Context: an optimization exercise on an open-source flow, tuned for small area. The choices shown serve that exercise and are no tape-out recipe. Where RTL was checked, it was by simulation tests only, not by an equivalence proof against the original. Only the layout flow was run in run 1; the RTL was not checked for function there. No activity file was given, so power comes from the tool's default toggle rates.

File: config.mk
export PLATFORM = sky130hd
export DESIGN_NAME = additive_layer_pixel_blend_unit
export DESIGN_NICKNAME = additive_layer_pixel_blend_unit
export VERILOG_FILES = /design/flow/design.v
export SDC_FILE = /design/flow/constraint.sdc
export NUM_CORES = 4
export LEC_CHECK = 0
export ABC_AREA = 1
export CAP_MARGIN = 20
export CORE_MARGIN = 2
export CORE_UTILIZATION = 40
export GPL_TIMING_DRIVEN = 0
export SLEW_MARGIN = 20
File: constraint.sdc
create_clock -name core_clock -period 5.5 [get_ports {clk}]
set_input_delay 1.1000 -clock core_clock [delete_from_list [all_inputs] [get_ports {clk}]]
set_output_delay 1.1000 -clock core_clock [all_outputs]
set_load 0.01 [all_outputs]
File: design.v
`timescale 1ns / 1ps
package alpb_pkg;
  localparam int CHAN_W   = 8;
  localparam int CHAN_MAX = 255;
  localparam int PHYS_LAYERS = 4;
  localparam int CFG_INDEX_W = 3;
  localparam int CFG_DATA_W  = 24;
  localparam int COUNT_W     = 3;
  localparam logic [CFG_INDEX_W-1:0] REG_NUM_LAYERS   = 3'd0;
  localparam logic [CFG_INDEX_W-1:0] REG_LAYER0_COLOR = 3'd1;
  typedef struct packed {
    logic [CHAN_W-1:0] red;
    logic [CHAN_W-1:0] green;
    logic [CHAN_W-1:0] blue;
  } rgb_t;
  function automatic logic [CHAN_W-1:0] div255(input logic [2*CHAN_W-1:0] p);
    logic [2*CHAN_W:0] t;
    t = {1'b0, p} + {{(CHAN_W+1){1'b0}}, p[2*CHAN_W-1:CHAN_W]} + {{(2*CHAN_W){1'b0}}, 1'b1};
    div255 = t[2*CHAN_W-1:CHAN_W];
  endfunction
endpackage
`timescale 1ns / 1ps
module alpb_lane (
  input  logic [7:0] tint,
  input  logic       en,
  input  logic [7:0] l1,     
  input  logic [9:0] l3,     
  output logic [7:0] hi,
  output logic       cy
);
  logic [3:0] s1, s2, s3;
  for (genvar i = 0; i < 4; i++) begin : g_sel
    assign s1[i] = en &  tint[2*i] & ~tint[2*i+1];
    assign s2[i] = en & ~tint[2*i] &  tint[2*i+1];
    assign s3[i] = en &  tint[2*i] &  tint[2*i+1];
  end
  wire pp0 = (s1[0] & l1[0]) | (s3[0] & l3[0]);
  wire pp1 = (s1[0] & l1[1]) | (s2[0] & l1[0]) | (s3[0] & l3[1]);
  wire pp2 = (s1[0] & l1[2]) | (s2[0] & l1[1]) | (s3[0] & l3[2]);
  wire pp3 = (s1[0] & l1[3]) | (s2[0] & l1[2]) | (s3[0] & l3[3]);
  wire pp4 = (s1[0] & l1[4]) | (s2[0] & l1[3]) | (s3[0] & l3[4]);
  wire pp5 = (s1[0] & l1[5]) | (s2[0] & l1[4]) | (s3[0] & l3[5]);
  wire pp6 = (s1[0] & l1[6]) | (s2[0] & l1[5]) | (s3[0] & l3[6]);
  wire pp7 = (s1[0] & l1[7]) | (s2[0] & l1[6]) | (s3[0] & l3[7]);
  wire pp8 = (s2[0] & l1[7]) | (s3[0] & l3[8]);
  wire pp9 = (s3[0] & l3[9]);
  wire pp10 = (s1[1] & l1[0]) | (s3[1] & l3[0]);
  wire pp11 = (s1[1] & l1[1]) | (s2[1] & l1[0]) | (s3[1] & l3[1]);
  wire pp12 = (s1[1] & l1[2]) | (s2[1] & l1[1]) | (s3[1] & l3[2]);
  wire pp13 = (s1[1] & l1[3]) | (s2[1] & l1[2]) | (s3[1] & l3[3]);
  wire pp14 = (s1[1] & l1[4]) | (s2[1] & l1[3]) | (s3[1] & l3[4]);
  wire pp15 = (s1[1] & l1[5]) | (s2[1] & l1[4]) | (s3[1] & l3[5]);
  wire pp16 = (s1[1] & l1[6]) | (s2[1] & l1[5]) | (s3[1] & l3[6]);
  wire pp17 = (s1[1] & l1[7]) | (s2[1] & l1[6]) | (s3[1] & l3[7]);
  wire pp18 = (s2[1] & l1[7]) | (s3[1] & l3[8]);
  wire pp19 = (s3[1] & l3[9]);
  wire pp20 = (s1[2] & l1[0]) | (s3[2] & l3[0]);
  wire pp21 = (s1[2] & l1[1]) | (s2[2] & l1[0]) | (s3[2] & l3[1]);
  wire pp22 = (s1[2] & l1[2]) | (s2[2] & l1[1]) | (s3[2] & l3[2]);
  wire pp23 = (s1[2] & l1[3]) | (s2[2] & l1[2]) | (s3[2] & l3[3]);
  wire pp24 = (s1[2] & l1[4]) | (s2[2] & l1[3]) | (s3[2] & l3[4]);
  wire pp25 = (s1[2] & l1[5]) | (s2[2] & l1[4]) | (s3[2] & l3[5]);
  wire pp26 = (s1[2] & l1[6]) | (s2[2] & l1[5]) | (s3[2] & l3[6]);
  wire pp27 = (s1[2] & l1[7]) | (s2[2] & l1[6]) | (s3[2] & l3[7]);
  wire pp28 = (s2[2] & l1[7]) | (s3[2] & l3[8]);
  wire pp29 = (s3[2] & l3[9]);
  wire pp30 = (s1[3] & l1[0]) | (s3[3] & l3[0]);
  wire pp31 = (s1[3] & l1[1]) | (s2[3] & l1[0]) | (s3[3] & l3[1]);
  wire pp32 = (s1[3] & l1[2]) | (s2[3] & l1[1]) | (s3[3] & l3[2]);
  wire pp33 = (s1[3] & l1[3]) | (s2[3] & l1[2]) | (s3[3] & l3[3]);
  wire pp34 = (s1[3] & l1[4]) | (s2[3] & l1[3]) | (s3[3] & l3[4]);
  wire pp35 = (s1[3] & l1[5]) | (s2[3] & l1[4]) | (s3[3] & l3[5]);
  wire pp36 = (s1[3] & l1[6]) | (s2[3] & l1[5]) | (s3[3] & l3[6]);
  wire pp37 = (s1[3] & l1[7]) | (s2[3] & l1[6]) | (s3[3] & l3[7]);
  wire pp38 = (s2[3] & l1[7]) | (s3[3] & l3[8]);
  wire pp39 = (s3[3] & l3[9]);
  wire s40 = ~(~pp6 ^ pp14);
  wire c41 = ~(~pp6 | ~pp14);
  wire s42 = ~(~pp7 ^ pp15 ^ pp23);
  wire c43 = ~((~pp7 & ~pp15) | (~pp7 & ~pp23) | (~pp15 & ~pp23));
  wire s44 = ~(~pp8 ^ pp16 ^ pp24);
  wire c45 = ~((~pp8 & ~pp16) | (~pp8 & ~pp24) | (~pp16 & ~pp24));
  wire s46 = ~(~pp9 ^ pp17 ^ pp25);
  wire c47 = ~((~pp9 & ~pp17) | (~pp9 & ~pp25) | (~pp17 & ~pp25));
  wire s48 = ~(~pp18 ^ pp26);
  wire c49 = ~(~pp18 | ~pp26);
  wire s50 = ~(~pp19 ^ pp27);
  wire c51 = ~(~pp19 | ~pp27);
  wire s52 = ~(~pp4 ^ pp12);
  wire c53 = ~(~pp4 | ~pp12);
  wire s54 = ~(~pp5 ^ pp13 ^ pp21);
  wire c55 = ~((~pp5 & ~pp13) | (~pp5 & ~pp21) | (~pp13 & ~pp21));
  wire s56 = ~(~pp22 ^ pp30 ^ s40);
  wire c57 = ~((~pp22 & ~pp30) | (~pp22 & ~s40) | (~pp30 & ~s40));
  wire s58 = ~(~pp31 ^ c41 ^ s42);
  wire c59 = ~((~pp31 & ~c41) | (~pp31 & ~s42) | (~c41 & ~s42));
  wire s60 = ~(~pp32 ^ c43 ^ s44);
  wire c61 = ~((~pp32 & ~c43) | (~pp32 & ~s44) | (~c43 & ~s44));
  wire s62 = ~(~pp33 ^ c45 ^ s46);
  wire c63 = ~((~pp33 & ~c45) | (~pp33 & ~s46) | (~c45 & ~s46));
  wire s64 = ~(~pp34 ^ c47 ^ s48);
  wire c65 = ~((~pp34 & ~c47) | (~pp34 & ~s48) | (~c47 & ~s48));
  wire s66 = ~(~pp35 ^ c49 ^ s50);
  wire c67 = ~((~pp35 & ~c49) | (~pp35 & ~s50) | (~c49 & ~s50));
  wire s68 = ~(~pp28 ^ pp36 ^ c51);
  wire c69 = ~((~pp28 & ~pp36) | (~pp28 & ~c51) | (~pp36 & ~c51));
  wire s70 = ~(~pp29 ^ pp37);
  wire c71 = ~(~pp29 | ~pp37);
  wire s72 = ~(~pp2 ^ pp10);
  wire c73 = ~(~pp2 | ~pp10);
  wire s74 = ~(~pp3 ^ pp11 ^ c73);
  wire c75 = ~((~pp3 & ~pp11) | (~pp3 & ~c73) | (~pp11 & ~c73));
  wire s76 = ~(~pp20 ^ s52 ^ c75);
  wire c77 = ~((~pp20 & ~s52) | (~pp20 & ~c75) | (~s52 & ~c75));
  wire s78 = ~(~c53 ^ s54 ^ c77);
  wire c79 = ~((~c53 & ~s54) | (~c53 & ~c77) | (~s54 & ~c77));
  wire s80 = ~(~c55 ^ s56);
  wire c81 = ~(~c55 | ~s56);
  wire s82 = ~(~c57 ^ s58);
  wire c83 = ~(~c57 | ~s58);
  wire s84 = ~(~c59 ^ s60);
  wire c85 = ~(~c59 | ~s60);
  wire s86 = ~(~c61 ^ s62);
  wire c87 = ~(~c61 | ~s62);
  wire s88 = ~(~c63 ^ s64);
  wire c89 = ~(~c63 | ~s64);
  wire s90 = ~(~c65 ^ s66);
  wire c91 = ~(~c65 | ~s66);
  wire s92 = ~(~c67 ^ s68);
  wire c93 = ~(~c67 | ~s68);
  wire s94 = ~(~c69 ^ s70);
  wire c95 = ~(~c69 | ~s70);
  wire s96 = ~(~pp38 ^ c71);
  wire c97 = ~(~pp38 | ~c71);
  wire g98 = c81 | (s80 & c79);
  wire g99 = c85 | (s84 & c83);
  wire p100 = s84 & s82;
  wire g101 = c89 | (s88 & c87);
  wire p102 = s88 & s86;
  wire g103 = c93 | (s92 & c91);
  wire p104 = s92 & s90;
  wire g105 = c97 | (s96 & c95);
  wire p106 = s96 & s94;
  wire g107 = g99 | (p100 & g98);
  wire g108 = g103 | (p104 & g101);
  wire p109 = p104 & p102;
  wire g110 = g108 | (p109 & g107);
  wire g111 = g101 | (p102 & g107);
  wire g112 = g105 | (p106 & g110);
  wire g113 = c83 | (s82 & g98);
  wire g114 = c87 | (s86 & g107);
  wire g115 = c91 | (s90 & g111);
  wire g116 = c95 | (s94 & g110);
  wire g117 = pp39 & g112;
  wire x118 = s80 ^ c79;
  wire x119 = s82 ^ g98;
  wire x120 = s84 ^ g113;
  wire x121 = s86 ^ g107;
  wire x122 = s88 ^ g114;
  wire x123 = s90 ^ g111;
  wire x124 = s92 ^ g115;
  wire x125 = s94 ^ g110;
  wire x126 = s96 ^ g116;
  wire x127 = pp39 ^ g112;
  wire q128 = x120 & pp0;
  wire q129 = x120 | pp0;
  wire q130 = x121 & pp1;
  wire q131 = x121 | pp1;
  wire q132 = x122 & s72;
  wire q133 = x122 | s72;
  wire q134 = x123 & s74;
  wire q135 = x123 | s74;
  wire q136 = x124 & s76;
  wire q137 = x124 | s76;
  wire q138 = x125 & s78;
  wire q139 = x125 | s78;
  wire q140 = x126 & x118;
  wire q141 = x126 | x118;
  wire q142 = x127 & x119;
  wire q143 = x127 | x119;
  wire q144 = q128 | q129;
  wire g145 = q130 | (q131 & q144);
  wire p146 = q131 & q129;
  wire g147 = q134 | (q135 & q132);
  wire p148 = q135 & q133;
  wire g149 = q138 | (q139 & q136);
  wire p150 = q139 & q137;
  wire g151 = q142 | (q143 & q140);
  wire p152 = q143 & q141;
  wire g153 = g147 | (p148 & g145);
  wire p154 = p148 & p146;
  wire g155 = g151 | (p152 & g149);
  wire p156 = p152 & p150;
  wire g157 = g155 | (p156 & g153);
  wire p158 = p156 & p154;
  wire g159 = g149 | (p150 & g153);
  wire p160 = p150 & p154;
  wire g161 = q132 | (q133 & g145);
  wire p162 = q133 & p146;
  wire g163 = q136 | (q137 & g153);
  wire p164 = q137 & p154;
  wire g165 = q140 | (q141 & g159);
  wire p166 = q141 & p160;
  assign hi = {x127, x126, x125, x124, x123, x122, x121, x120};
  assign cy = g157;
endmodule
module alpb_triple (
  input  logic [7:0] l,
  output logic [9:0] l3
);
  wire s0 = ~(~l[0] ^ l[1]);
  wire c1 = ~(~l[0] | ~l[1]);
  wire s2 = ~(~l[1] ^ l[2] ^ c1);
  wire c3 = ~((~l[1] & ~l[2]) | (~l[1] & ~c1) | (~l[2] & ~c1));
  wire s4 = ~(~l[2] ^ l[3] ^ c3);
  wire c5 = ~((~l[2] & ~l[3]) | (~l[2] & ~c3) | (~l[3] & ~c3));
  wire s6 = ~(~l[3] ^ l[4] ^ c5);
  wire c7 = ~((~l[3] & ~l[4]) | (~l[3] & ~c5) | (~l[4] & ~c5));
  wire s8 = ~(~l[4] ^ l[5] ^ c7);
  wire c9 = ~((~l[4] & ~l[5]) | (~l[4] & ~c7) | (~l[5] & ~c7));
  wire s10 = ~(~l[5] ^ l[6] ^ c9);
  wire c11 = ~((~l[5] & ~l[6]) | (~l[5] & ~c9) | (~l[6] & ~c9));
  wire s12 = ~(~l[6] ^ l[7] ^ c11);
  wire c13 = ~((~l[6] & ~l[7]) | (~l[6] & ~c11) | (~l[7] & ~c11));
  wire s14 = ~(~l[7] ^ c13);
  wire c15 = ~(~l[7] | ~c13);
  assign l3 = {c15, s14, s12, s10, s8, s6, s4, s2, s0, l[0]};
endmodule
`timescale 1ns / 1ps
module alpb_merge (
  input  logic [7:0]  bg,
  input  logic [31:0] hi,
  input  logic [3:0]  cy,
  output logic [7:0]  pix
);
  wire s0 = ~(~bg[0] ^ hi[0] ^ hi[8]);
  wire c1 = ~((~bg[0] & ~hi[0]) | (~bg[0] & ~hi[8]) | (~hi[0] & ~hi[8]));
  wire s2 = ~(~hi[16] ^ hi[24]);
  wire c3 = ~(~hi[16] | ~hi[24]);
  wire s4 = ~(~bg[1] ^ hi[1]);
  wire c5 = ~(~bg[1] | ~hi[1]);
  wire s6 = ~(~cy[0] ^ cy[1] ^ cy[2]);
  wire c7 = ~((~cy[0] & ~cy[1]) | (~cy[0] & ~cy[2]) | (~cy[1] & ~cy[2]));
  wire s8 = ~(~hi[9] ^ hi[17] ^ hi[25]);
  wire c9 = ~((~hi[9] & ~hi[17]) | (~hi[9] & ~hi[25]) | (~hi[17] & ~hi[25]));
  wire s10 = ~(~c1 ^ c3);
  wire c11 = ~(~c1 | ~c3);
  wire s12 = ~(~bg[2] ^ hi[2] ^ hi[10]);
  wire c13 = ~((~bg[2] & ~hi[2]) | (~bg[2] & ~hi[10]) | (~hi[2] & ~hi[10]));
  wire s14 = ~(~hi[18] ^ hi[26] ^ c5);
  wire c15 = ~((~hi[18] & ~hi[26]) | (~hi[18] & ~c5) | (~hi[26] & ~c5));
  wire s16 = ~(~bg[3] ^ hi[3] ^ hi[11]);
  wire c17 = ~((~bg[3] & ~hi[3]) | (~bg[3] & ~hi[11]) | (~hi[3] & ~hi[11]));
  wire s18 = ~(~hi[19] ^ hi[27]);
  wire c19 = ~(~hi[19] | ~hi[27]);
  wire s20 = ~(~bg[4] ^ hi[4] ^ hi[12]);
  wire c21 = ~((~bg[4] & ~hi[4]) | (~bg[4] & ~hi[12]) | (~hi[4] & ~hi[12]));
  wire s22 = ~(~hi[20] ^ hi[28]);
  wire c23 = ~(~hi[20] | ~hi[28]);
  wire s24 = ~(~bg[5] ^ hi[5] ^ hi[13]);
  wire c25 = ~((~bg[5] & ~hi[5]) | (~bg[5] & ~hi[13]) | (~hi[5] & ~hi[13]));
  wire s26 = ~(~hi[21] ^ hi[29]);
  wire c27 = ~(~hi[21] | ~hi[29]);
  wire s28 = ~(~bg[6] ^ hi[6] ^ hi[14]);
  wire c29 = ~((~bg[6] & ~hi[6]) | (~bg[6] & ~hi[14]) | (~hi[6] & ~hi[14]));
  wire s30 = ~(~hi[22] ^ hi[30]);
  wire c31 = ~(~hi[22] | ~hi[30]);
  wire s32 = ~(~bg[7] ^ hi[7] ^ hi[15]);
  wire c33 = ~((~bg[7] & ~hi[7]) | (~bg[7] & ~hi[15]) | (~hi[7] & ~hi[15]));
  wire s34 = ~(~hi[23] ^ hi[31]);
  wire c35 = ~(~hi[23] | ~hi[31]);
  wire s36 = ~(~cy[3] ^ s0);
  wire c37 = ~(~cy[3] | ~s0);
  wire s38 = ~(~s4 ^ c7 ^ s8);
  wire c39 = ~((~s4 & ~c7) | (~s4 & ~s8) | (~c7 & ~s8));
  wire s40 = ~(~c9 ^ c11 ^ s12);
  wire c41 = ~((~c9 & ~c11) | (~c9 & ~s12) | (~c11 & ~s12));
  wire s42 = ~(~c13 ^ c15 ^ s16);
  wire c43 = ~((~c13 & ~c15) | (~c13 & ~s16) | (~c15 & ~s16));
  wire s44 = ~(~c17 ^ c19 ^ s20);
  wire c45 = ~((~c17 & ~c19) | (~c17 & ~s20) | (~c19 & ~s20));
  wire s46 = ~(~c21 ^ c23 ^ s24);
  wire c47 = ~((~c21 & ~c23) | (~c21 & ~s24) | (~c23 & ~s24));
  wire s48 = ~(~c25 ^ c27 ^ s28);
  wire c49 = ~((~c25 & ~c27) | (~c25 & ~s28) | (~c27 & ~s28));
  wire s50 = ~(~c29 ^ c31 ^ s32);
  wire c51 = ~((~c29 & ~c31) | (~c29 & ~s32) | (~c31 & ~s32));
  wire s52 = ~(~s2 ^ s6);
  wire c53 = ~(~s2 | ~s6);
  wire s54 = ~(~s10 ^ c37 ^ s38);
  wire c55 = ~((~s10 & ~c37) | (~s10 & ~s38) | (~c37 & ~s38));
  wire s56 = ~(~s14 ^ c39 ^ s40);
  wire c57 = ~((~s14 & ~c39) | (~s14 & ~s40) | (~c39 & ~s40));
  wire s58 = ~(~s18 ^ c41 ^ s42);
  wire c59 = ~((~s18 & ~c41) | (~s18 & ~s42) | (~c41 & ~s42));
  wire s60 = ~(~s22 ^ c43 ^ s44);
  wire c61 = ~((~s22 & ~c43) | (~s22 & ~s44) | (~c43 & ~s44));
  wire s62 = ~(~s26 ^ c45 ^ s46);
  wire c63 = ~((~s26 & ~c45) | (~s26 & ~s46) | (~c45 & ~s46));
  wire s64 = ~(~s30 ^ c47 ^ s48);
  wire c65 = ~((~s30 & ~c47) | (~s30 & ~s48) | (~c47 & ~s48));
  wire s66 = ~(~s34 ^ c49 ^ s50);
  wire c67 = ~((~s34 & ~c49) | (~s34 & ~s50) | (~c49 & ~s50));
  wire s68 = ~(~s36 ^ s52);
  wire c69 = ~(~s36 | ~s52);
  wire s70 = ~(~c53 ^ s54);
  wire c71 = ~(~c53 | ~s54);
  wire s72 = ~(~c55 ^ s56);
  wire c73 = ~(~c55 | ~s56);
  wire s74 = ~(~c57 ^ s58);
  wire c75 = ~(~c57 | ~s58);
  wire s76 = ~(~c59 ^ s60);
  wire c77 = ~(~c59 | ~s60);
  wire s78 = ~(~c61 ^ s62);
  wire c79 = ~(~c61 | ~s62);
  wire s80 = ~(~c63 ^ s64);
  wire c81 = ~(~c63 | ~s64);
  wire s82 = ~(~c65 ^ s66);
  wire c83 = ~(~c65 | ~s66);
  wire g84 = c71 | (s70 & c69);
  wire p85 = s70 & s68;
  wire g86 = c75 | (s74 & c73);
  wire p87 = s74 & s72;
  wire g88 = c79 | (s78 & c77);
  wire p89 = s78 & s76;
  wire g90 = c83 | (s82 & c81);
  wire p91 = s82 & s80;
  wire g92 = g86 | (p87 & g84);
  wire p93 = p87 & p85;
  wire g94 = g90 | (p91 & g88);
  wire p95 = p91 & p89;
  wire g96 = g94 | (p95 & g92);
  wire p97 = p95 & p93;
  wire g98 = g88 | (p89 & g92);
  wire p99 = p89 & p93;
  wire g100 = c73 | (s72 & g84);
  wire p101 = s72 & p85;
  wire g102 = c77 | (s76 & g92);
  wire p103 = s76 & p93;
  wire g104 = c81 | (s80 & g98);
  wire p105 = s80 & p99;
  wire x106 = s70 ^ c69;
  wire x107 = s72 ^ g84;
  wire x108 = s74 ^ g100;
  wire x109 = s76 ^ g92;
  wire x110 = s78 ^ g102;
  wire x111 = s80 ^ g98;
  wire x112 = s82 ^ g104;
  wire [7:0] low = {x112, x111, x110, x109, x108, x107, x106, s68};
  wire over = g96 | c33 | c35 | c51 | c67;
  assign pix = over ? 8'hff : low;
endmodule
`timescale 1ns / 1ps
module additive_layer_pixel_blend_unit #(
  parameter int MAX_LAYERS = 4
) (
  input  logic                               clk,
  input  logic                               rst,
  input  logic                               start,
  output logic                               busy,
  input  logic [7:0]                         bg_red,
  input  logic [7:0]                         bg_green,
  input  logic [7:0]                         bg_blue,
  input  logic [7:0]                         layer0_level,
  input  logic [7:0]                         layer1_level,
  input  logic [7:0]                         layer2_level,
  input  logic [7:0]                         layer3_level,
  output logic                               done,
  output logic [7:0]                         out_red,
  output logic [7:0]                         out_green,
  output logic [7:0]                         out_blue,
  input  logic                               cfg_valid,
  output logic                               cfg_ready,
  input  logic [alpb_pkg::CFG_INDEX_W-1:0]   cfg_index,
  input  logic [alpb_pkg::CFG_DATA_W-1:0]    cfg_data
);
  logic [3:0]       en_n;      
  logic [3:0]       tint_ok;   
  logic [23:0]      tint [4];
  logic [3:0][7:0]  lvl;
  logic [23:0]      bg;
  logic             vld;
  logic [3:0][23:0] hi;
  logic [3:0][2:0]  cy;
  logic [3:0][23:0] hi_q;
  logic [3:0][2:0]  cy_q;
  logic [23:0]      bg_q;
  logic             vld_q;
  logic [23:0]      pix;
  assign busy      = 1'b0;
  assign cfg_ready = 1'b1;
  always_ff @(posedge clk) begin
    if (rst) begin
      en_n    <= '0;
      tint_ok <= '0;
    end else if (cfg_valid) begin
      if (cfg_index == 3'd0) begin
        en_n[0] <= cfg_data[2:0] > 3'd0;
        en_n[1] <= cfg_data[2:0] > 3'd1;
        en_n[2] <= cfg_data[2:0] > 3'd2;
        en_n[3] <= cfg_data[2:0] > 3'd3;
      end
      for (int k = 0; k < 4; k++)
        if (cfg_index == 3'(k + 1)) tint_ok[k] <= 1'b1;
    end
  end
  for (genvar k = 0; k < 4; k++) begin : g_tint
    always_ff @(posedge clk) begin
      if (cfg_valid && cfg_index == 3'(k + 1)) tint[k] <= cfg_data;
    end
  end
  logic [3:0][9:0] l3_q;
  logic [3:0][7:0] lvl_in;
  assign lvl_in = {layer3_level, layer2_level, layer1_level, layer0_level};
  for (genvar k = 0; k < 4; k++) begin : g_triple
    logic [7:0] l;
    logic [9:0] l3;
    assign l = lvl_in[k];
    alpb_triple u_triple (.l(l), .l3(l3));
    always_ff @(posedge clk) l3_q[k] <= l3;
  end
  always_ff @(posedge clk) begin
    lvl <= lvl_in;
    bg  <= {bg_red, bg_green, bg_blue};
  end
  always_ff @(posedge clk) begin
    if (rst) vld <= 1'b0;
    else     vld <= start;
  end
  for (genvar k = 0; k < 4; k++) begin : g_layer
    logic [9:0] l3;
    logic       en;
    assign l3 = l3_q[k];
    assign en = en_n[k] & tint_ok[k];
    for (genvar c = 0; c < 3; c++) begin : g_ch
      alpb_lane u_lane (
        .tint (tint[k][8*c +: 8]),
        .en   (en),
        .l1   (lvl[k]),
        .l3   (l3),
        .hi   (hi[k][8*c +: 8]),
        .cy   (cy[k][c])
      );
    end
  end
  always_ff @(posedge clk) begin
    hi_q <= hi;
    cy_q <= cy;
    bg_q <= bg;
  end
  always_ff @(posedge clk) begin
    if (rst) vld_q <= 1'b0;
    else     vld_q <= vld;
  end
  for (genvar c = 0; c < 3; c++) begin : g_merge
    alpb_merge u_merge (
      .bg  (bg_q[8*c +: 8]),
      .hi  ({hi_q[3][8*c +: 8], hi_q[2][8*c +: 8], hi_q[1][8*c +: 8], hi_q[0][8*c +: 8]}),
      .cy  ({cy_q[3][c], cy_q[2][c], cy_q[1][c], cy_q[0][c]}),
      .pix (pix[8*c +: 8])
    );
  end
  assign done      = vld_q;
  assign out_red   = pix[23:16];
  assign out_green = pix[15:8];
  assign out_blue  = pix[7:0];
endmodule
File: flow/run.sh
#!/bin/bash
# Own layout flow: the standard synthesis; then netlist passes that keep
# every register (cell, name and function) and change only the logic between
# them: faflip.py removes inverters around full adders (a full adder is
# self-dual), Yosys/ABC re-maps the remaining gates for area (full adders,
# half adders and registers are kept as they are), and faflip.py runs again;
# then the standard layout steps, with the port buffers given as buf_1.
# Each tool's output goes to a log file of its own in the work folder.
set -euo pipefail
cd "$(dirname "$0")/.."
R=orfs/results/${FLOW_PLATFORM}/additive_layer_pixel_blend_unit/base
LIB=${FLOW_HOME}/platforms/${FLOW_PLATFORM}/lib/sky130_fd_sc_hd__tt_025C_1v80.lib
YOSYS=${FLOW_HOME}/../tools/install/yosys/bin/yosys
EXTRA=()
if [[ -f flow/extra.mk ]]; then
  while IFS= read -r line; do [[ -n "$line" ]] && EXTRA+=("$line"); done < flow/extra.mk
fi
bash standard.sh "${EXTRA[@]}" synth > synth.log 2>&1
cp $R/1_2_yosys.v synth_netlist.v
python3 flow/faflip.py synth_netlist.v flip1.v > faflip1.log 2>&1
sed -e "s#@LIB@#$LIB#g" -e "s#@IN@#flip1.v#" -e "s#@OUT@#remap.v#" -e "s#@TOP@#${FLOW_TOP}#g" \
    -e "s#@SCRIPT@#flow/remap.abc#" -e "s#@DONTUSE@#$(cat flow/dontuse.txt)#" flow/remap.ys.in > remap.ys
$YOSYS -q -l remap.log remap.ys > remap.out 2>&1
python3 flow/faflip.py remap.v $R/1_2_yosys.v > faflip2.log 2>&1
rm -f $R/1_synth.odb $R/1_synth.sdc
bash standard.sh "${EXTRA[@]}" finish > layout.log 2>&1
File: flow/dontuse.txt
-dont_use sky130_fd_sc_hd__lpflow_bleeder_1 -dont_use sky130_fd_sc_hd__lpflow_clkbufkapwr_1 -dont_use sky130_fd_sc_hd__lpflow_clkbufkapwr_16 -dont_use sky130_fd_sc_hd__lpflow_clkbufkapwr_2 -dont_use sky130_fd_sc_hd__lpflow_clkbufkapwr_4 -dont_use sky130_fd_sc_hd__lpflow_clkbufkapwr_8 -dont_use sky130_fd_sc_hd__lpflow_clkinvkapwr_1 -dont_use sky130_fd_sc_hd__lpflow_clkinvkapwr_16 -dont_use sky130_fd_sc_hd__lpflow_clkinvkapwr_2 -dont_use sky130_fd_sc_hd__lpflow_clkinvkapwr_4 -dont_use sky130_fd_sc_hd__lpflow_clkinvkapwr_8 -dont_use sky130_fd_sc_hd__lpflow_decapkapwr_12 -dont_use sky130_fd_sc_hd__lpflow_decapkapwr_3 -dont_use sky130_fd_sc_hd__lpflow_decapkapwr_4 -dont_use sky130_fd_sc_hd__lpflow_decapkapwr_6 -dont_use sky130_fd_sc_hd__lpflow_decapkapwr_8 -dont_use sky130_fd_sc_hd__lpflow_inputiso0n_1 -dont_use sky130_fd_sc_hd__lpflow_inputiso0p_1 -dont_use sky130_fd_sc_hd__lpflow_inputiso1n_1 -dont_use sky130_fd_sc_hd__lpflow_inputiso1p_1 -dont_use sky130_fd_sc_hd__lpflow_inputisolatch_1 -dont_use sky130_fd_sc_hd__lpflow_isobufsrc_1 -dont_use sky130_fd_sc_hd__lpflow_isobufsrc_16 -dont_use sky130_fd_sc_hd__lpflow_isobufsrc_2 -dont_use sky130_fd_sc_hd__lpflow_isobufsrc_4 -dont_use sky130_fd_sc_hd__lpflow_isobufsrc_8 -dont_use sky130_fd_sc_hd__lpflow_isobufsrckapwr_16 -dont_use sky130_fd_sc_hd__lpflow_lsbuf_lh_hl_isowell_tap_1 -dont_use sky130_fd_sc_hd__lpflow_lsbuf_lh_hl_isowell_tap_2 -dont_use sky130_fd_sc_hd__lpflow_lsbuf_lh_hl_isowell_tap_4 -dont_use sky130_fd_sc_hd__lpflow_lsbuf_lh_isowell_4 -dont_use sky130_fd_sc_hd__lpflow_lsbuf_lh_isowell_tap_1 -dont_use sky130_fd_sc_hd__lpflow_lsbuf_lh_isowell_tap_2 -dont_use sky130_fd_sc_hd__lpflow_lsbuf_lh_isowell_tap_4 -dont_use sky130_fd_sc_hd__probe_p_8 -dont_use sky130_fd_sc_hd__probec_p_8 
File: flow/extra.mk
BUFFER_PORTS_ARGS=-buffer_cell sky130_fd_sc_hd__buf_1
CTS_ARGS=-sink_clustering_enable -repair_clock_nets -dont_use_dummy_load -sink_clustering_size 25 -sink_clustering_max_diameter 80
File: flow/faflip.py
#!/usr/bin/env python3
"""Remove inverters around full adders in a flat sky130hd netlist.

A full adder is self-dual: complementing its three inputs complements both
outputs. For each fa cell this picks whether to use it in true or in
complemented form so that as few signals as possible need an inverter, then
rewires the netlist: inverter cells are dissolved (every load is connected to
the base signal in the polarity it needs) and one inverter is added for each
signal that some load needs complemented. Only combinational wiring changes;
every register keeps its cell, name and function.

usage: faflip.py IN.v OUT.v
"""
import re, sys, random

src = open(sys.argv[1]).read()
cell_re = re.compile(r'^(\s*)(sky130_fd_sc_hd__\w+)\s+(\S+)\s*\((.*?)\);\s*$', re.S | re.M)
pin_re = re.compile(r'\.(\w+)\s*\(\s*(.*?)\s*\)\s*(?:,|$)', re.S)

OUTS = {'X', 'Y', 'Q', 'Q_N', 'SUM', 'COUT', 'HI', 'LO'}

cells = []
for m in cell_re.finditer(src):
    typ, name, body = m.group(2), m.group(3), m.group(4)
    pins = [(p, n.strip()) for p, n in pin_re.findall(body)]
    cells.append(dict(typ=typ, name=name, pins=pins, span=m.span(), indent=m.group(1)))

# port names (bit-level nets of ports are pinned)
ports = set()
for m in re.finditer(r'^\s*(input|output|inout)\s+(\[[^\]]*\]\s*)?([^;]+);', src, re.M):
    for n in m.group(3).split(','):
        ports.add(n.strip())
def is_port(net):
    base = net.split('[')[0].strip()
    return base in ports
has_assign = re.search(r'^\s*assign\s', src, re.M) is not None
assign_nets = set()
for m in re.finditer(r'^\s*assign\s+(.*?)=(.*?);', src, re.M | re.S):
    for part in (m.group(1), m.group(2)):
        for tok in re.findall(r'(\\\S+|[A-Za-z_][\w$]*(?:\s*\[\d+\])?)', part):
            assign_nets.add(tok.strip())

def is_inv(c):
    t = c['typ']
    return re.match(r'sky130_fd_sc_hd__(clk)?inv_\d+$', t) is not None

driver = {}
for i, c in enumerate(cells):
    for p, n in c['pins']:
        if p in OUTS:
            driver[n] = (i, p)

# inverters that may be dissolved: output not a port / assign net
dissolve = set()
for i, c in enumerate(cells):
    if is_inv(c):
        y = dict(c['pins'])['Y']
        if not is_port(y) and y not in assign_nets:
            dissolve.add(i)

def lit(net):
    """(base net, parity) following dissolvable inverters."""
    par = 0
    seen = 0
    while net in driver and driver[net][0] in dissolve and seen < 100:
        c = cells[driver[net][0]]
        net = dict(c['pins'])['A']
        par ^= 1
        seen += 1
    return net, par

fa_idx = [i for i, c in enumerate(cells) if re.match(r'sky130_fd_sc_hd__fa_\d+$', c['typ'])]
fa_pos = {i: k for k, i in enumerate(fa_idx)}
flip = [0] * len(fa_idx)

# consumers: list of (base, parity, fa_k or -1) for every input pin of kept cells
consumers = []   # (cell index, pin, base, parity)
for i, c in enumerate(cells):
    if i in dissolve:
        continue
    for p, n in c['pins']:
        if p in OUTS:
            continue
        b, q = lit(n)
        consumers.append((i, p, b, q))

# physical inversion of a base net: 1 if driven by a flipped fa
def phi(b):
    d = driver.get(b)
    if d is None:
        return 0
    k = fa_pos.get(d[0])
    return flip[k] if k is not None else 0

by_base = {}
for ci, (i, p, b, q) in enumerate(consumers):
    by_base.setdefault(b, []).append(ci)

def need(ci):
    i, p, b, q = consumers[ci]
    k = fa_pos.get(i)
    f = flip[k] if k is not None else 0
    return q ^ f ^ phi(b)

def base_cost(b):
    return 1 if any(need(ci) for ci in by_base.get(b, ())) else 0

# bases touched by an fa: its input bases and its output nets
touch = []
for k, i in enumerate(fa_idx):
    bs = set()
    for p, n in cells[i]['pins']:
        if p in OUTS:
            bs.add(n)
        else:
            bs.add(lit(n)[0])
    touch.append(bs)

def total():
    return sum(base_cost(b) for b in by_base)

start_cost = total()
improved = True
rounds = 0
while improved and rounds < 50:
    improved = False
    rounds += 1
    for k in range(len(fa_idx)):
        before = sum(base_cost(b) for b in touch[k])
        flip[k] ^= 1
        after = sum(base_cost(b) for b in touch[k])
        if after < before:
            improved = True
        else:
            flip[k] ^= 1
end_cost = total()
sys.stderr.write(f'faflip: {len(fa_idx)} fa cells, {sum(flip)} flipped, {len(dissolve)} inverters dissolved, '
                 f'{start_cost} -> {end_cost} inverters\n')

# rewrite
newinv = {}
def inv_of(b):
    if b not in newinv:
        k = len(newinv)
        newinv[b] = (f'faflip_inv_{k}', f'faflip_n_{k}')
    return newinv[b][1]

conn = {}   # (cell, pin) -> net
for ci, (i, p, b, q) in enumerate(consumers):
    conn[(i, p)] = inv_of(b) if need(ci) else b

def fmt(n):
    return n + ' ' if n.startswith('\\') else n

out = []
pos = 0
for i, c in enumerate(cells):
    s, e = c['span']
    out.append(src[pos:s])
    pos = e
    if i in dissolve:
        continue
    pins = []
    for p, n in c['pins']:
        nn = conn.get((i, p), n)
        pins.append(f'{c["indent"]}    .{p}({fmt(nn)})')
    out.append(f'{c["indent"]}{c["typ"]} {c["name"]} (\n' + ',\n'.join(pins) + f'\n{c["indent"]});')
rest = src[pos:]
k = rest.rfind('endmodule')
add = []
for b, (iname, net) in newinv.items():
    add.append(f'  wire {net};\n')
for b, (iname, net) in newinv.items():
    add.append(f'  sky130_fd_sc_hd__inv_1 {iname} (\n    .A({fmt(b)}),\n    .Y({net})\n  );\n')
out.append(rest[:k] + ''.join(add) + rest[k:])
open(sys.argv[2], 'w').write(''.join(out))
File: flow/remap.abc
strash
dch
amap
topo
stime -c
File: flow/remap.ys.in
read_liberty -lib @LIB@
read_liberty -ignore_miss_func @LIB@
read_verilog @IN@
hierarchy -top @TOP@
setattr -mod -set keep_hierarchy 1 sky130_fd_sc_hd__fa_* sky130_fd_sc_hd__ha_* sky130_fd_sc_hd__df* sky130_fd_sc_hd__edf* sky130_fd_sc_hd__sdf* sky130_fd_sc_hd__dl* sky130_fd_sc_hd__conb_1
flatten
opt_clean
select @TOP@
abc -liberty @LIB@ @DONTUSE@ -script @SCRIPT@
opt_clean -purge
select -clear
blackbox sky130_fd_sc_hd__fa_* sky130_fd_sc_hd__ha_* sky130_fd_sc_hd__df* sky130_fd_sc_hd__edf* sky130_fd_sc_hd__sdf* sky130_fd_sc_hd__dl* sky130_fd_sc_hd__conb_1
tee -o remap_stat.txt stat -liberty @LIB@ @TOP@
write_verilog -noattr -noexpr -nohex -nodec -selected @OUT@
File: standard.sh
#!/bin/bash
# synth_recipe.tcl (not shown) runs the flow's synth.tcl, then flattens the netlist and writes it again
# the make line also repeats each setting of config.mk as NAME=value (left out here)
make -C /OpenROAD-flow-scripts/flow DESIGN_CONFIG=/design/flow/config.mk WORK_HOME=/design/flow/orfs CLKGATE_MAP_FILE= SYNTH_SCRIPT=/design/flow/synth_recipe.tcl "${@:-finish}"
==> summary.txt, run 1 <==
- Crit path top cell by count: fa_1
- Antenna violations before repair: 4
- Remaining global-route overflow: 0
- Worst endpoint required time: 5.95 ns
- CP Launch Type: flop
- Routed wire length: approximately 91000 microns
- Clock slew at reported path FFs: 0.08 ns
- Total buffers and inverters traversed by the critical path: 1
- Mapped Cells: roughly 2.7k
- Routed vias: 23.0k
- Setup CP Type: reg2reg
- Layout cell share with drive strength beyond 1: 7.25%
- Max H-tree Level: 1
- Hold WC Path Type: reg2reg
- DRT iter0 DRCs: about 2.7k
- Vias per cell: 6.13
- Initial Utilization: 40.6%
- Largest net degree at the start of global routing: 26
- VDD IR-drop max: 287 uV
- CP max-delay cell: inv_1
- Switching share of power: 28.9%
- Clock Path Buffers: 3
- Yosys warnings: 3
- Die height: 263 microns
- CTS tree: done
- Max incr delay on CP: between 0.5 and 0.6 ns
- Antenna-violating nets left: 0
- Least-Margin Pin Slew: 0.930 ns
- # IOs: 114
- Die extent in x: ~260 microns
- Final min period: 5.40 ns
- Final Max Slew Viols: 0
- Mapped Area: approximately 27000 sq um
- Critical path fanouts, max: 15
- Wire per inst: between 20 and 25 microns
- # nets final: 3533
- Final Instance Count excl. Fillers: 3750
- Setup-failing EPs final: 0
- Maxcap violations: 0
- DRC Markers: 0
- Clock network power share: 34.1%
- DR pass1 iterations: 12
- P&R area growth vs syn: 11.8%
- Die ar.: 69200 sq um
- Vias in the first global route: 22.8k
- Rows: 94
- CP arrival: 5.86 ns
- Hold Fails Final Rpt: 0
- Final core occ: a little under half
- Gr usage total: 25.6%
- Setup crit end kind: flop
- Relative slew margins: roughly 37%
- Hold_buf cts: 0
- Leak: 13.1 nW
- Sw Pwr: between 1 and 1.5 mW
- Pwr/cell area: approximately 170 nW/um^2
- Skew final: 0.0443 ns
- Avg Cell Area, Syn: 9.98 sq um
- I/O Buffers: 111
- CTS Buf Count: 27
- Dpl hpwl: 68500 microns
- Combinational Power Share: 9.5%
- RSZ-0062 raised after global routing: true
- Root buffer cell: clkbuf_16
- Sequential share of power: 56.4%
- Syn_nets: about 3.3k
- Sink Count: 330
- Core Box Area: 66100 sq um
- CP top delay family: compound AO/OA/AOI/OAI gates
- First-pass GRT wire length: 137000 microns
- Fmax achieved: 185 MHz
- Clock Latency Late Sink: 0.61 ns
- Crit path cell chain: inv_1 -> o22a_1 -> o21ai_0 -> fa_1 -> fa_1 -> fa_1 -> fa_1 -> fa_1 -> nand2_1 -> o21ai_0 -> o21bai_1 -> a2111oi_2 -> nor4_1 -> a221o_1 -> a222oi_1 -> o21bai_1 -> a31oi_2
- Internal: approximately 3.6 mW
- Final worst-path cycle share: 98.2%
- GPL Wtd Cong: 0.950
- Status: no timing/DRC/antenna violations
- Placed insts: 3673
==> routing by layer <==
metal	vias to the layer above	global-route usage [%]	wire length, microns
met5	-	0	13
met4	2	10.7	4240
met3	250	5.73	9010
met2	1307	40.8	41800
met1	11179	33.6	36400
li1	10266	-	-
==> repair_timing <==
action                     4_1_cts  5_1_grt
gates resized for setup         44      119
pin swaps                        2       22
setup endpoints to repair       45       36
buffers inserted                 3       42
hold endpoints to repair         0        0
==> through the flow <==
step | hold WS (ns) | setup WS, ns | TNS, ns | instance area (sq um) | power [mW]
after global placement | 0.310 | -1.18 | -12.20 | 28300 | 3.31
after CTS | 0.301 | 0.0149 | 0 | 29300 | 5.05
after global routing | 0.298 | -0.0782 | -0.305 | 30000 | 5.21
after detailed placement | 0.312 | -1.17 | -13.40 | 28400 | 3.32
final | 0.299 | 0.0966 | 0 | 30000 | 5.05
after floorplan | 0.310 | 0.416 | 0 | 26800 | 2.99
==> layout make-up <==
| cell class | instances | area (sq um) |
|---|---|---|
| Multi-Input combinational cell | 2069 | 18600 |
| Timing Repair Buffer | 165 | 851 |
| Tap cell | 864 | 1080 |
| Fill cell | 6335 | 36100 |
| Sequential cell | 330 | 7620 |
| Clock buffer | 27 | 676 |
| Antenna cell | 5 | 12.5 |
| Inverter | 290 | 1140 |
==> registers in the layout, indices dropped and copies added (netlist names) <==
register and flops:
bg 24, tint_ok 4, bg_q 24, vld_q 1, hi_q 96, tint 96
cy_q 12, vld 1, l3_q 36, lvl 32, en_n 4
==> layout by cell type (no fill, tap or decap), types with 64 or more instances in the layout <==
cell / n
fa_1: 325
nor2_1: 325
inv_1: 275
o21ai_0: 241
ha_1: 227
dfxtp_1: 209
a22oi_1: 137
buf_1: 109
nand2_1: 108
edfxtp_1: 96
a21oi_1: 89
o22a_1: 74
a222oi_1: 71
o22ai_1: 64
==> worst paths after layout <==
| check | from | endpoint | slack [ns] | cells past startpoint |
|---|---|---|---|---|
| worst max-delay path | lvl[8] | cy_q[5] | 0.1 | 17 |
| worst min register to register | bg[0] | bg_q[0] | 0.30 | 0 |
| worst min-delay path | bg[0] | bg_q[0] | 0.30 | 0 |
| worst max register to register | lvl[8] | cy_q[5] | 0.1 | 17 |
==> power groups by stage <==
stage / logic, mW / registers (mW) / clock network [mW]
2_1_floorplan: 0.218 / 2.77 / 0
3_3_place_gp: 0.418 / 2.89 / 0
3_5_place_dp: 0.435 / 2.89 / 0
4_1_cts: 0.438 / 2.83 / 1.77
5_1_grt: 0.512 / 2.85 / 1.85
6_report: 0.479 / 2.85 / 1.72
==> worst register-to-register path, stage by stage, from the launching register on <==
cell       delay, ns
dfxtp_1         0.39
inv_1           0.56
o22a_1          0.25
o21ai_0         0.11
fa_1            0.46
fa_1            0.41
fa_1            0.39
fa_1            0.42
fa_1            0.39
nand2_1         0.07
o21ai_0         0.22
o21bai_1        0.27
a2111oi_2       0.40
nor4_1          0.08
a221o_1         0.26
a222oi_1        0.23
o21bai_1        0.17
a31oi_2         0.18
==> inputs of run 2 (changes only) <==
--- a/design.v
+++ b/design.v
@@ -22,7 +22,6 @@
 `timescale 1ns / 1ps
 module alpb_lane (
   input  logic [7:0] tint,
-  input  logic       en,
   input  logic [7:0] l1,     
   input  logic [9:0] l3,     
   output logic [7:0] hi,
@@ -30,9 +29,9 @@
 );
   logic [3:0] s1, s2, s3;
   for (genvar i = 0; i < 4; i++) begin : g_sel
-    assign s1[i] = en &  tint[2*i] & ~tint[2*i+1];
-    assign s2[i] = en & ~tint[2*i] &  tint[2*i+1];
-    assign s3[i] = en &  tint[2*i] &  tint[2*i+1];
+    assign s1[i] =  tint[2*i] & ~tint[2*i+1];
+    assign s2[i] = ~tint[2*i] &  tint[2*i+1];
+    assign s3[i] =  tint[2*i] &  tint[2*i+1];
   end
   wire pp0 = (s1[0] & l1[0]) | (s3[0] & l3[0]);
   wire pp1 = (s1[0] & l1[1]) | (s2[0] & l1[0]) | (s3[0] & l3[1]);
@@ -410,13 +409,12 @@
     end
   end
   logic [3:0][9:0] l3_q;
-  logic [3:0][7:0] lvl_in;
-  assign lvl_in = {layer3_level, layer2_level, layer1_level, layer0_level};
+  logic [3:0][7:0] lvl_raw, lvl_in;
+  assign lvl_raw = {layer3_level, layer2_level, layer1_level, layer0_level};
   for (genvar k = 0; k < 4; k++) begin : g_triple
-    logic [7:0] l;
     logic [9:0] l3;
-    assign l = lvl_in[k];
-    alpb_triple u_triple (.l(l), .l3(l3));
+    assign lvl_in[k] = (en_n[k] & tint_ok[k]) ? lvl_raw[k] : 8'd0;
+    alpb_triple u_triple (.l(lvl_in[k]), .l3(l3));
     always_ff @(posedge clk) l3_q[k] <= l3;
   end
   always_ff @(posedge clk) begin
@@ -429,13 +427,10 @@
   end
   for (genvar k = 0; k < 4; k++) begin : g_layer
     logic [9:0] l3;
-    logic       en;
     assign l3 = l3_q[k];
-    assign en = en_n[k] & tint_ok[k];
     for (genvar c = 0; c < 3; c++) begin : g_ch
       alpb_lane u_lane (
         .tint (tint[k][8*c +: 8]),
-        .en   (en),
         .l1   (lvl[k]),
         .l3   (l3),
         .hi   (hi[k][8*c +: 8]),
==> run 2 against run 1 <==
Utilization is 1.1 points lower. Register-to-register slack better by 0.10 ns. First-iteration DRC count is 18% lower. Global-route usage is 1.3 points lower. Sequential cell count stayed put. Critical path depth is 3 lower. Synthesized area is 0.57% higher. Final area is 1.3% lower. Synthesized cell count is 3.3% higher. Highest routed layer is now met4.
==> summary.txt, run 2 <==
- Status: no timing/DRC/antenna violations
- Overall Power: 4.60 mW (-8.8%)
- Crit path top cell by count: fa_1
- Hold WC Path Type: reg2reg
- Vias in the first global route: 22.5k (-1.4%)
- Worst endpoint required time: 4.40 ns (-1.55 ns)
- Yosys warnings: 3 (unchanged)
- Antenna-violating nets left: 0 (unchanged)
- Hold_buf cts: 0 (unchanged)
- Max incr delay on CP: 0.57 ns (about the same)
- Least-Margin Pin Slew: 1.03 ns (+0.104 ns)
- Clock Path Buffers: 3 (unchanged)
- DR pass1 iterations: 9 (-3)
- Worst R2R Setup Slack: 0.20 ns (+0.10 ns)
- CP arrival: 4.31 ns (-1.55 ns)
- Mapped Cells: 2779 (+3.3%)
- Hold EP: bg_q[10]
- Die ar.: 69600 sq um (+0.57%)
- Worst Min Path Start: bg[10]
- Rows: 95 (+1.1%)
- DRC Markers: 0 (unchanged)
- FF-to-FF End: cy_q[11]
- Total buffers and inverters traversed by the critical path: 2 (+1)
- Routed vias: 22.4k (-2.4%)
- Design Area, Final: 29600 sq um (-1.3%)
- Number of fill cells: 6347 (+0.19%)
- CP Launch Type: flop
- Avg Cell Area, Syn: 9.71 sq um (-2.7%)
- Antenna violations before repair: 9 (+5)
- Syn_nets: 3425 (+2.6%)
- Final worst-path cycle share: 98.3% (about the same)
- CP top delay family: adder cells
- P&R area growth vs syn: 9.74%
- # IOs: 114 (unchanged)
- Final Max Slew Viols: 0 (unchanged)
- Crit path cell chain: fa_1 -> fa_1 -> fa_1 -> fa_2 -> a21oi_2 -> nor2_1 -> nor2_1 -> nor2b_1 -> a221o_1 -> a21oi_2 -> o211ai_1 -> inv_1 -> o211ai_1 -> buf_2
- Core Box Area: 66900 sq um (+1.2%)
- Clock Latency Late Sink: 0.63 ns (+0.02 ns)
- Final Hold Slack: 0.309 ns (+0.00981 ns)
- I/O Buffers: 111 (unchanged)
- GPL Wtd Cong: 0.928 (-2.4%)
- Relative slew margins: 30.3% (-7.0 points)
- Routed wire length: 85400 microns (-6.6%)
- Dpl hpwl: 65400 microns (-4.6%)
- Worst reg2reg path depth: 17 (unchanged)
- # nets final: 3597 (+1.8%)
- RSZ-0062 raised after global routing: true
- Die extent in x: 264 microns (+0.28%)
- Largest net degree at the start of global routing: 26 (unchanged)
- Wire per inst: 22.3 microns (-8.4%)
- Die height: 264 microns (+0.28%)
- Most frequent cells in the layout: nor2_1, fa_1, o21ai_0
- Largest regs: hi_q: 96 flops, tint: 96 flops, l3_q: 36 flops
- CTS Buf Count: 27 (unchanged)
- Sink Count: 330 (unchanged)
- Setup crit end kind: output pin
- Setup CP Type: reg2out
- Critical path fanouts, max: 5 (-10)
- Setup-failing EPs final: 0 (unchanged)
- RR Startpoint: lvl[27]
- DRT iter0 DRCs: 2242 (-18%)
- Pwr/cell area: 155 nW/um^2 (-7.6%)
- Clock slew at reported path FFs: 0.09 ns (about the same)
- VDD IR-drop max: 265 uV (-7.6%)
- Layout cell share with drive strength beyond 1: 3.70% (-3.6 points)
- Vias per cell: 5.87 (-4.3%)
- Hold Fails Final Rpt: 0 (unchanged)
- Leak: 13.1 nW (-0.20%)
- Remaining global-route overflow: 0 (unchanged)
- Maxcap violations: 0 (unchanged)
- Hold Path Cell Cnt: 0 (unchanged)
- Skew final: 0.101 ns (+0.0571 ns)
- Initial Utilization: 40.3% (-0.27 points)
- DP Area: 28600 sq um (+0.57%)
- CTS tree: done
- First-pass GRT wire length: 132000 microns (-3.6%)
- Most common cell after layout, fill and taps aside: nor2_1
- Final min period: 5.41 ns (+0.00372 ns)
- Setup_tns: 0 ns (unchanged)
- Mapped Area: 27000 sq um (+0.57%)
- Gr usage total: 24.3% (-1.3 points)
- Max H-tree Level: 1 (unchanged)
- Root buffer cell: clkbuf_16
- Fmax achieved: 185 MHz (about the same)
- CP max-delay cell: fa_1
[run 2: worst max-delay path by stage]
| stage | slack (ns) | depth (start not counted) | start | to |
|---|---|---|---|---|
| 2_1_floorplan | 0.77 | 22 | tint[1][0] | cy_q[3] |
| 3_3_place_gp | -0.49 | 19 | lvl[8] | cy_q[3] |
| 3_5_place_dp | -0.54 | 21 | lvl[10] | cy_q[3] |
| 4_1_cts | 0.01 | 12 | hi_q[34] | out_green[6] |
| 5_1_grt | -0.10 | 15 | hi_q[32] | out_green[7] |
| 6_report | 0.09 | 14 | hi_q[33] | out_green[5] |
[run 2: report_power, final]
group          switching, mW  internal (mW)  leakage, nW  total [mW]
registers             0.0306           2.55         2.78        2.58
logic                  0.218         0.0865         9.97       0.304
clock network          0.864          0.856        0.333        1.72
total                   1.11           3.49         13.1        4.60
[run 2: area by class of cell]
type	instances	area (sq um)	area share (%)
Antenna cell	2	5.00	0.0169
Clock buffer	27	676	2.28
Inverter	258	1040	3.51
Multi-Input combinational cell	2191	18500	62.6
Sequential cell	330	7580	25.6
Tap cell	873	1090	3.69
Timing Repair Buffer	139	668	2.26
Timing Repair inverter	4	22.5	0.0761
[run 2: timing repair]
| item | 4_1_cts | 5_1_grt |
|---|---|---|
| pin swaps | 6 | 9 |
| gates resized for setup | 17 | 39 |
| hold endpoints to repair | 0 | 0 |
| setup endpoints to repair | 18 | 31 |
| gates cloned | 3 | 1 |
| setup buffers | 11 | 9 |
[run 2: metrics by stage]
stage	util, %	cells	setup WS [ns]
finish	44.3	3824	0.0929
global route	44.2	3822	-0.104
CTS	44.0	3812	0.0112
detailed placement	42.7	3771	-0.540
global placement	42.6	3763	-0.495
floorplan	-	2779	0.768
[run 2: layer usage]
layer,global-route usage [%],part of all wire (%)
met5,0,0
met4,7.46,3.4
met3,3.34,8.1
met2,40.4,47
met1,33.1,42
[run 2: worst register-to-register path: cells and delay by family, from the launching register on]
kind                       cells  cell delay, ns
adders and majority gates      5            2.26
AOI/OAI and AO/OA              8            1.52
buffers and inverters          2            0.66
DFF                            1            0.41
and+or+nand+nor                2            0.31
==> inputs of run 3 (changes only) <==
==> flow/extra.mk (replaced) <==
BUFFER_PORTS_ARGS=-buffer_cell sky130_fd_sc_hd__buf_1
CTS_ARGS=-sink_clustering_enable -repair_clock_nets -dont_use_dummy_load -sink_clustering_size 30 -sink_clustering_max_diameter 100
--- a/config.mk
+++ b/config.mk
@@ -9,5 +9,5 @@
 export CAP_MARGIN = 20
 export CORE_MARGIN = 2
 export CORE_UTILIZATION = 40
-export GPL_TIMING_DRIVEN = 0
+export GPL_TIMING_DRIVEN = 1
 export SLEW_MARGIN = 20
==> run 3 against run 2 <==
Largest cell class unchanged. Maximum frequency rose by 1.2%. Non-clock buffer count rose by 55. Final area rose by 0.22%. Largest power group unchanged. Worst setup slack improved by 0.064 ns.
==> summary.txt, run 3 <==
- Status: no timing/DRC/antenna violations
- Setup_tns: 0 ns (unchanged)
- Clock Latency Late Sink: 0.56 ns (-0.07 ns)
- Final worst-path cycle share: 97.1% (-1.2 points)
- CTS tree: done
- Sequential share of power: 59.7% (+3.7 points)
- Relative slew margins: 22.9% (-7.4 points)
- Root buffer cell: clkbuf_16
- # IOs: 114 (unchanged)
- Vias in the first global route: 22.4k (-0.66%)
- Wire per inst: 22.3 microns (-0.41%)
- Gr usage total: 24.6% (+0.31 points)
- Avg Cell Area, Syn: 9.71 sq um (unchanged)
- Setup crit start: bg_q[8]
- Setup crit end kind: output pin
- Clock Path Buffers: 3 (unchanged)
- Worst endpoint required time: 4.40 ns (about the same)
- RR Startpoint: lvl[3]
- Rows: 95 (unchanged)
- Largest net degree at the start of global routing: 31 (+19%)
- Worst R2R Setup Slack: 0.35 ns (+0.15 ns)
- Pwr/cell area: 146 nW/um^2 (-6.4%)
- Levels on crit path: 13 (-1)
- Internal: 3.28 mW (-6.1%)
- Clock slew at reported path FFs: 0.09 ns (about the same)
- Largest regs: hi_q: 96 flops, tint: 96 flops, l3_q: 36 flops
- Skew final: 0.0573 ns (-0.0441 ns)
- Hold Fails Final Rpt: 0 (unchanged)
- # nets final: 3641 (+1.2%)
- Mapped Cells: 2779 (unchanged)
- Hold WC Path Type: reg2reg
- I/O Buffers: 111 (unchanged)
- VDD IR-drop max: 170 uV (-36%)
- Maxcap violations: 0 (unchanged)
- Most common cell after layout, fill and taps aside: nor2_1
- DRT iter0 DRCs: 2104 (-6.2%)
- Leak: 13.2 nW (+1.0%)
- DR pass1 iterations: 8 (-1)
- Syn_nets: 3425 (unchanged)
- Fmax achieved: 187 MHz (+1.2%)
- Die extent in x: 264 microns (unchanged)
- Combinational Power Share: 7.0% (+0.4 points)
- Final min period: 5.34 ns (-0.0640 ns)
- Yosys warnings: 3 (unchanged)
- Hold_buf cts: 0 (unchanged)
- Total buffers and inverters traversed by the critical path: 1 (-1)
- First-pass GRT wire length: 133000 microns (+0.78%)
- CP Launch Type: flop
- P&R area growth vs syn: 9.98%
- Die height: 264 microns (unchanged)
- Worst setup margin: 0.157 ns (+0.0640 ns)
- Setup slack after placement: 0.340 ns (+0.880 ns)
- Setup-failing EPs final: 0 (unchanged)
- Max incr delay on CP: 0.52 ns (-0.05 ns)
- Setup CP Type: reg2out
- Crit path cell chain: fa_2 -> ha_2 -> fa_1 -> fa_1 -> ha_1 -> a21oi_2 -> nor2_1 -> nor2_1 -> nor2b_1 -> a221o_1 -> fa_1 -> or2_0 -> clkbuf_2
- Antenna-violating nets left: 0 (unchanged)
- Most frequent cells in the layout: nor2_1, fa_1, o21ai_0
- Critical path fanouts, max: 2 (-3)
- GPL Wtd Cong: 0.931 (+0.27%)
- FF-to-FF End: cy_q[0]
- Dpl hpwl: 68500 microns (+4.7%)
- Least-Margin Pin Slew: 1.16 ns (+0.122 ns)
- Routed wire length: 86100 microns (+0.77%)
- Remaining global-route overflow: 0 (unchanged)
- Worst reg2reg path depth: 20 (+3)
- Layout cell share with drive strength beyond 1: 4.14% (+0.45 points)
- RSZ-0062 raised after global routing: true
- Final Max Slew Viols: 0 (unchanged)
- Routed vias: 22.4k (-0.027%)
- Clock network power share: 33.2% (-4.2 points)
- Sink Count: 330 (unchanged)
- CTS Buf Count: 20 (-26%)
- Max H-tree Level: 1 (unchanged)
- Sw Pwr: 1.04 mW (-6.5%)
- CP top delay family: adder cells
- Overall Power: 4.32 mW (-6.2%)
- Core Box Area: 66900 sq um (unchanged)
- Mapped Area: 27000 sq um (unchanged)
- Die ar.: 69600 sq um (unchanged)
- CP arrival: 4.24 ns (-0.07 ns)
- Crit path top cell by count: fa_1
- Vias per cell: 5.80 (-1.2%)
- CP max-delay cell: fa_1
- Crit path to: out_green[6]
- Switching share of power: 24.1% (-0.092 points)
- DRC Markers: 0 (unchanged)
- Antenna violations before repair: 10 (+1)
- Initial Utilization: 40.3% (unchanged)
==> run 3: cell type report <==
class                           count  area [sq um]
Inverter                          258           972
Clock buffer                       20           500
Tap cell                          873          1090
Timing Repair Buffer              194          1040
Multi-Input combinational cell   2191         18500
Fill cell                        6391         37200
Sequential cell                   330          7580
Antenna cell                        3          7.51
==> run 3: how the worst min path moves through the flow <==
stage            from       end  slack (ns)  cells after the start
6_report       bg[23]  bg_q[23]        0.33                      0
5_1_grt        bg[23]  bg_q[23]        0.33                      0
4_1_cts        bg[23]  bg_q[23]        0.33                      0
3_5_place_dp    bg[9]   bg_q[9]        0.31                      0
3_3_place_gp    bg[7]   bg_q[7]        0.31                      0
2_1_floorplan   bg[0]   bg_q[0]        0.31                      0
==> run 3: repair_timing <==
action,CTS,global route
gates resized for setup,1,21
pin swaps,3,19
buffers inserted,3,5
setup endpoints to repair,4,27
==> run 3: per-layer routing <==
metal / vias to the layer above / global-route usage [%] / wire [microns] / share of wire [%]
li1: 10345 / - / - / -
met1: 10933 / 34.0 / 37100 / 43
met2: 1000 / 39.4 / 39400 / 46
met3: 157 / 3.50 / 6400 / 7.4
met4: 2 / 9.18 / 3210 / 3.7
met5: - / 0 / 13 / 0.015
==> run 3: metrics by stage <==
step                      instance area [sq um]  hold WS, ns  instances  utilization [%]
after CTS                                 29600        0.330       3861             44.2
after global placement                    29100        0.311       3838             43.4
after global routing                      29700        0.333       3866             44.3
final                                     29700        0.327       3869             44.3
after floorplan                           27000        0.310       2779                -
after detailed placement                  29100        0.312       3838             43.4
==> run 3: power groups by stage <==
stage	combinational [mW]	clock, mW	sequential, mW
after global placement	0.290	0	2.64
after CTS	0.299	1.49	2.58
after detailed placement	0.297	0	2.64
after floorplan	0.161	0	2.62
after global routing	0.335	1.56	2.59
final	0.304	1.44	2.58
==> inputs of run 4 (changes only) <==
==> flow/remap.abc (replaced) <==
strash
dch -f
amap
amap
topo
stime -c
--- a/config.mk
+++ b/config.mk
@@ -9,5 +9,5 @@
 export CAP_MARGIN = 20
 export CORE_MARGIN = 2
 export CORE_UTILIZATION = 40
-export GPL_TIMING_DRIVEN = 1
+export GPL_TIMING_DRIVEN = 0
 export SLEW_MARGIN = 20
==> run 4 against run 3 <==
Critical endpoint unchanged. Clock power about the same. Final cell count decreased by 7.7%. Die area decreased by 1.9%. Combinational power decreased by 3%. Register-to-register slack got worse by 0.07 ns. Still clean on timing, DRC and antenna. Count of clock-buffer cells in the layout unchanged. Power increased by 0.27%. Maximum frequency increased by 0.83%. Global-route usage decreased by 0.23 points. Non-clock buffer count decreased by 75. Final area decreased by 3.5%.
==> summary.txt, run 4 <==
- Die extent in x: 261 microns (-0.96%)
- Internal: 3.27 mW (-0.19%)
- CTS Buf Count: 20 (unchanged)
- Final Instance Count excl. Fillers: 3573 (-7.7%)
- Setup CP Type: reg2out
- Overall Power: 4.33 mW (+0.27%)
- Critical path fanouts, max: 2 (unchanged)
- Design Area, Final: 28600 sq um (-3.5%)
- Die ar.: 68200 sq um (-1.9%)
- # nets final: 3357 (-7.8%)
- P&R area growth vs syn: 8.20%
- Area occupied by multi-input gates: 17200 sq um (-7.2%)
- Worst setup margin: 0.201 ns (+0.0440 ns)
- Hold WC Path Type: reg2reg
- Status: no timing/DRC/antenna violations
- CP max-delay cell: fa_1
- DRT iter0 DRCs: 3985 (+89%)
- Final core occ: 43.6% (-0.72 points)
- Hold Fails Final Rpt: 0 (unchanged)
- Mapped Area: 26500 sq um (-1.9%)
- Sw Pwr: 1.06 mW (+1.8%)
- Sequential share of power: 59.7% (about the same)
- Most common cell after layout, fill and taps aside: inv_1
- Sequential Area: 7570 sq um (about the same)
- Setup-failing EPs final: 0 (unchanged)
- DRC Markers: 0 (unchanged)
- Maxcap violations: 0 (unchanged)
- Leak: 14.7 nW (+12%)
- Largest regs: hi_q: 96 flops, tint: 96 flops, l3_q: 36 flops
- Crit path top cell by count: fa_1
- Wire per inst: 23.4 microns (+5.1%)
- Switching share of power: 24.4% (+0.35 points)
- Dpl hpwl: 61900 microns (-9.7%)
- Relative slew margins: 21.5% (-1.4 points)
- Rows: 94 (-1.1%)
- Root buffer cell: clkbuf_16
- Sink Count: 330 (unchanged)
- Final min period: 5.30 ns (-0.0440 ns)
- Yosys warnings: 3 (unchanged)
- Placed insts: 3553 (-7.4%)
- Layout cell share with drive strength beyond 1: 1.85% (-2.3 points)
- CP top delay family: adder cells
- Avg Cell Area, Syn: 10.3 sq um (+6.0%)
- Combinational Power Share: 6.8% (-0.2 points)
- DR pass1 iterations: 19 (+11)
- Pwr/cell area: 151 nW/um^2 (+3.9%)
- Antenna-violating nets left: 0 (unchanged)
- ANT cells: 0 (-3)
- Clock slew at reported path FFs: 0.11 ns (+0.02 ns)
- Mapped Cells: 2570 (-7.5%)
- Final Hold Slack: 0.334 ns (+0.00640 ns)
- Total buffers and inverters traversed by the critical path: 1 (unchanged)
- CP arrival: 4.20 ns (-0.04 ns)
- Syn_nets: 3216 (-6.1%)
- # IOs: 114 (unchanged)
- Number of fill cells: 6317 (-1.2%)
- Vias in the first global route: 21.8k (-2.5%)
- Initial Utilization: 40.3% (about the same)
- Max incr delay on CP: 0.56 ns (+0.04 ns)
- I/O Buffers: 111 (unchanged)
- Worst endpoint required time: 4.40 ns (about the same)
- CTS tree: done
- Setup slack after placement: -0.0649 ns (-0.405 ns)
- GPL Wtd Cong: 0.912 (-2.0%)
- Final worst-path cycle share: 96.3% (-0.80 points)
- Core Box Area: 65600 sq um (-1.9%)
- RSZ-0062 raised after global routing: false
- Clock Path Buffers: 3 (unchanged)
- Most frequent cells in the layout: inv_1, a222oi_1, fa_1
- Routed vias: 21.9k (-2.5%)
- Remaining global-route overflow: 0 (unchanged)
- Largest net degree at the start of global routing: 31 (unchanged)
- Setup_tns: 0 ns (unchanged)
- DP Area: 28100 sq um (-3.4%)
- Least-Margin Pin Slew: 1.18 ns (+0.0197 ns)
- Gr usage total: 24.4% (-0.23 points)
- CP Launch Type: flop
- Vias per cell: 6.12 (+5.6%)
- Die height: 261 microns (-0.96%)
- Clock network power share: 33.5% (+0.3 points)
- Crit path cell chain: fa_1 -> fa_1 -> fa_1 -> fa_1 -> a21oi_1 -> nor2_1 -> nor2_1 -> o21ai_0 -> fa_1 -> or2_0 -> buf_1
- Fmax achieved: 189 MHz (+0.83%)
- Clock Latency Late Sink: 0.59 ns (+0.03 ns)
- VDD IR-drop max: 174 uV (+2.5%)
- Max H-tree Level: 1 (unchanged)
- Skew final: 0.0756 ns (+0.0183 ns)
- Setup crit end kind: output pin
- Routed wire length: 83600 microns (-3.0%)
- Antenna violations before repair: 8 (-2)
- First-pass GRT wire length: 128000 microns (-3.8%)
- Final Max Slew Viols: 0 (unchanged)
## run 4: power by group through the flow
| stage | logic [mW] | registers (mW) | clock network [mW] |
|---|---|---|---|
| floorplan | 0.157 | 2.63 | 0 |
| global placement | 0.274 | 2.64 | 0 |
| detailed placement | 0.286 | 2.64 | 0 |
| CTS | 0.289 | 2.59 | 1.51 |
| global route | 0.324 | 2.59 | 1.58 |
| finish | 0.294 | 2.59 | 1.45 |
## run 4: path summary, 6_finish.rpt
kind	startpoint	cells past startpoint	endpoint	slack [ns]
setup reg to reg	lvl[8]	19	cy_q[5]	0.28
setup / recovery	hi_q[33]	11	out_green[6]	0.20
hold / removal	bg[1]	0	bg_q[1]	0.33
hold reg to reg	bg[1]	0	bg_q[1]	0.33
## run 4: cell type report
type,count,area share [%]
repair buffers,119,1.78
flip-flops and latches,330,26.4
clock buffers,20,1.75
well taps,864,3.78
inverters,481,6.35
multi-input cells,1759,59.9
## run 4: layer usage
metal  wire (microns)  global-route usage, %  vias to the layer above
li1                 -                      -                     9800
met1            34400                   33.5                    10595
met2            37700                   38.7                     1308
met3             8340                   4.37                      173
met4             3160                   8.73                        0
met5                0                      0                        -
## run 4: what timing repair did
item / CTS / global route
cloned: 0 / 0
hold buffers: 0 / 0
pin swaps: 0 / 1
resized for setup: 2 / 19
setup buffers: 0 / 0
setup endpoints to repair: 1 / 21

[port drivers added, routing unchanged]
The results above use ideal ports. As a check the final layouts listed here were re-extracted and re-timed, cells and wires unchanged. Step 1, drivers: a clkbuf_16 drives clk and a buf_2 each remaining input, both assumed. Step 2 adds t to the input delays and takes it off the output delays; t is the mean of the earliest and latest rising clock arrival at the registers after step 1. Input paths then give back, and output paths get back, about the clock's delay inside the block. Three values: ideal ports, drivers, drivers and shift; two values: the first two.
| run | shift t [ns] | setup WS [ns] | slew at the worst register clock pin (ns) |
|---|---|---|---|
| run 1 | 0.640 | 0.097 / 0.097 / 0.097 | 0.10 / 0.10 |
| run 2 | 0.641 | 0.093 / 0.035 / 0.196 | 0.10 / 0.10 |
| run 3 | 0.599 | 0.157 / 0.094 / 0.353 | 0.11 / 0.11 |
| run 4 | 0.613 | 0.201 / 0.138 / 0.285 | 0.11 / 0.11 |
After both steps every run listed still meets setup and hold.
